Background: an optimization exercise with open tools, aiming at small area, a short achievable clock period and few clock cycles per item. Do not read the settings as production practice. Where RTL was checked, it was by simulation tests only, not by an equivalence proof against the original. No activity file was given, so power comes from the tool's default toggle rates.

==> flow/design.v (excerpt) <==
module frequency_based_cache_replacement_core (
   input  logic        clock,
   input  logic        reset,
   input  logic        req_tvalid,
   output logic        req_tready,
   input  logic [47:0] req_tdata,
   output logic        rsp_tvalid,
   input  logic        rsp_tready,
   output logic [55:0] rsp_tdata,
   output logic [1:0]  rsp_tuser,
   input  logic        csr_valid,
   output logic        csr_ready,
   input  logic [0:0]  csr_index,
   input  logic [4:0]  csr_data
);
export LEC_CHECK = 0
export CAP_MARGIN = 20
export CORE_MARGIN = 2
export CORE_UTILIZATION = 55
export CTS_BUF_LIST = sky130_fd_sc_hd__clkbuf_4 sky130_fd_sc_hd__clkbuf_8
export SETUP_SLACK_MARGIN = 5
export SLEW_MARGIN = 20
create_clock -name core_clock -period 10.0 [get_ports {clock}]
standard.sh (not shown) runs the stock make flow with config.mk's settings and CLKGATE_MAP_FILE= SYNTH_SCRIPT=/design/flow/synth_recipe.tcl, a recipe that flattens the netlist after the stock synthesis.
==> flow/flow/run.sh <==
#!/bin/bash
set -euo pipefail
MARGIN=$(cat flow/margin.txt)
sed "s/SETUP_SLACK_MARGIN=5/SETUP_SLACK_MARGIN=${MARGIN}/" standard.sh > standard_margin.sh
grep -q "SETUP_SLACK_MARGIN=${MARGIN}" standard_margin.sh
bash standard_margin.sh > make.log 2>&1
==> flow/flow/margin.txt <==
6.5
Edit:
CORE_UTILIZATION = 40   (was 55)
CTS_BUF_LIST = default   (was sky130_fd_sc_hd__clkbuf_4 sky130_fd_sc_hd__clkbuf_8)
=> Non-clock buffer count goes down by 39; flip-flop and latch count stays the same; total power goes up by 7.9%; die area goes up by 37%; wire length goes down by 0.83%; final area goes up by 1.5%; synthesized area does not change; clock power goes up by 20%; worst setup slack degrades by 120 ps; worst hold slack degrades by 14 ps.
No functional check of the RTL was part of any run of this note.

frequency_based_cache_replacement_core, a different RTL version from the one above (not shown whole).
Size: ~6200 cells after synthesis, ~1500 flip-flops, roughly 78000 sq um of cells after synthesis.
Settings: LEC_CHECK=0, CAP_MARGIN=20, CORE_MARGIN=2, CORE_UTILIZATION=40, SLEW_MARGIN=20; clock period 10.0 ns.
run.sh (not shown) runs the stock make flow with config.mk's settings and CLKGATE_MAP_FILE= SYNTH_SCRIPT=/design/flow/synth_recipe.tcl, a recipe that flattens the netlist after the stock synthesis.
Stock flow here: none of the scripts above is used.
Testbench counts at the start, summed over its fixed seeds: cycles 4,024, items 4,000.
==> next run, changes <==
Settings changed: ABC_CLOCK_PERIOD_IN_PS set to 3500, SETUP_SLACK_MARGIN set to 5.
=> The changed run finished clean. Routed wire length stays flat. Sequential share of layout area goes down by 0.19 points. Worst setup slack improved by 1.7 ns. Power stays flat. Die area stays the same. Via count is about the same. Core utilization goes up by 0.17 points. Final area goes up slightly.

== alpha ==
Another version of the RTL of frequency_based_cache_replacement_core (not shown whole).
Size: ~5,900 cells after synthesis, ~120 I/O pins, roughly 76,000 um2 of cells after synthesis.
export LEC_CHECK = 0
export CAP_MARGIN = 20
export CORE_MARGIN = 2
export CORE_UTILIZATION = 50
export SETUP_SLACK_MARGIN = 5
export SLEW_MARGIN = 20
export TNS_END_PERCENT = 10
create_clock -name core_clock -period 10.0 [get_ports {clock}]
standard.sh (not shown) runs the stock make flow with config.mk's settings and CLKGATE_MAP_FILE= SYNTH_SCRIPT=/design/flow/synth_recipe.tcl, a recipe that flattens the netlist after the stock synthesis.
==> flow/flow/run.sh <==
#!/bin/bash
set -euo pipefail
MARGIN=$(cat flow/margin.txt)
EXTRA=""
while IFS= read -r line; do
  [[ -z "$line" ]] && continue
  EXTRA="$EXTRA '$line'"
done < flow/make_args.txt
sed -e "s/SETUP_SLACK_MARGIN=5/SETUP_SLACK_MARGIN=${MARGIN}/" \
    -e "s|\"\${@:-finish}\"|${EXTRA} \"\${@:-finish}\"|" \
    standard.sh > standard_tuned.sh
grep -q "SETUP_SLACK_MARGIN=${MARGIN}" standard_tuned.sh
bash standard_tuned.sh > make.log 2>&1
==> flow/flow/make_args.txt <==
CTS_ARGS=-sink_clustering_enable -repair_clock_nets -dont_use_dummy_load
BUFFER_PORTS_ARGS=-buffer_cell sky130_fd_sc_hd__buf_4
Scripts as last shown in full above: flow/flow/margin.txt
alpha completed end to end with timing, DRC and antenna clean.
Testbench counts of alpha, summed over its fixed seeds: cycles 4,024, items 4,000.
diff inputs: alpha => beta
Settings: swapping 50 for 45 in CORE_UTILIZATION; swapping 10 for 20 in TNS_END_PERCENT.
Results
- Any difference in total detailed-routing wirelength between alpha and beta is small enough to ignore.
- [compare] base=alpha new=beta: post-route fraction of the period consumed by the critical path down 1.9 points, relative area change from synthesis to final layout shows an increase of 0.94 points, sequential share of layout area went down by 0.42 points.
What gamma does differently from beta at the input level:
Settings: TNS_END_PERCENT: 20 -> 30.
==> flow/flow/margin.txt <==
6.3
[summary]
gamma reached the end of the flow, and the finished layout is clean on the timing, DRC and antenna checks. gamma vs. beta: cell area after layout shows a reduction of 2000 um2; data arrival at the endpoint of the critical path saw an increase; wire length of the first global-routing pass +6.9 mm; area share of and/or/nand/nor cells after synthesis held steady; first-pass detailed-route iteration total down 2. Source of the critical timing path = lt[1][9]: beta; source of the critical timing path = lt[2][11]: gamma.
### gamma -> delta
Settings: TNS_END_PERCENT: 30 -> 0.
==> flow/flow/run.sh <==
#!/bin/bash
set -euo pipefail
MARGIN=$(cat flow/margin.txt)
CTS=$(cat flow/cts_args.txt)
sed -e "s/SETUP_SLACK_MARGIN=5/SETUP_SLACK_MARGIN=${MARGIN}/" \
    -e "s|\"\${@:-finish}\"|'CTS_ARGS=${CTS}' \"\${@:-finish}\"|" \
    standard.sh > standard_tuned.sh
grep -q "SETUP_SLACK_MARGIN=${MARGIN}" standard_tuned.sh
grep -q "CTS_ARGS=" standard_tuned.sh
bash standard_tuned.sh > make.log 2>&1
==> flow/flow/cts_args.txt (new file) <==
-sink_clustering_enable -repair_clock_nets -dont_use_dummy_load -buf_list {sky130_fd_sc_hd__clkbuf_4 sky130_fd_sc_hd__clkbuf_8}
==> flow/flow/margin.txt <==
6.5
removed: flow/flow/make_args.txt
[summary]
- Multiplexer fraction of the synthesized cell area came out exactly the same in delta and gamma.
- Taking gamma as the reference, in delta area growth from synthesis to final layout climbed 0.50 points; final period demand of the worst path climbed 0.14 ns; worst setup slack after placement climbed 0.24 ns; register-to-register setup slack climbed 0.02 ns.
- delta and gamma ended up with nearly the same area after synthesis.
- delta vs. gamma: vias per cell went up by about 0.7%.
- On synthesized cell count, delta and gamma are basically level.
- From gamma to delta the numbers moved as follows: proportion of power drawn by combinational gates went up by 0.5 points; global-route usage went up by 1.4 points; global-route wire length before repair went up by 2.7%.

==> re-timing with driven ports <==
The flow's constraints put no driver on any port. The routed layouts listed below were extracted and timed again, unchanged, in two steps. Step 1 (the two cells are an assumption about what drives the block):
set clk [get_ports {clock}]
set_driving_cell -lib_cell sky130_fd_sc_hd__clkbuf_16 $clk
set_driving_cell -lib_cell sky130_fd_sc_hd__buf_2 [delete_from_list [all_inputs] $clk]
Step 2, shift: input delay + t, output delay - t, t = (earliest + latest rising clock arrival at the registers) / 2. This alone moves slack from input paths to output paths. a / b / c = ideal / step 1 / step 2; a / b = the first two.
| run | shift t [ns] | setup WS [ns] | clock arrival spread, ns | worst slew at a driven data input, ns | pins driven straight from the clock port |
|---|---|---|---|---|---|
| the first run of note 1 | 1.075 | 6.030 / 6.030 / 6.018 | 0.071 / 0.071 | 0.08 | 1 |
| the second run of note 1 | 0.944 | 5.912 / 5.912 / 5.912 | 0.047 / 0.046 | 0.08 | 1 |
| the first run of note 2 | 0.900 | 3.311 / 3.311 / 3.311 | 0.084 / 0.084 | 0.04 | 1 |
| the second run of note 2 | 0.911 | 5.005 / 5.005 / 5.005 | 0.050 / 0.050 | 0.05 | 1 |
| alpha | 0.889 | 5.899 / 5.965 / 5.076 | 0.108 / 0.108 | 0.26 | 1 |
| beta | 0.932 | 6.092 / 6.092 / 5.226 | 0.066 / 0.066 | 0.28 | 1 |
| gamma | 0.889 | 6.042 / 6.042 / 5.258 | 0.093 / 0.092 | 0.06 | 1 |
| delta | 1.184 | 5.905 / 5.975 / 4.791 | 0.120 / 0.119 | 0.03 | 1 |
After both steps every run listed still meets setup and hold. For delta, which loses most, drivers alone change the setup slack by +0.070 ns; drivers and shift together by -1.114 ns.
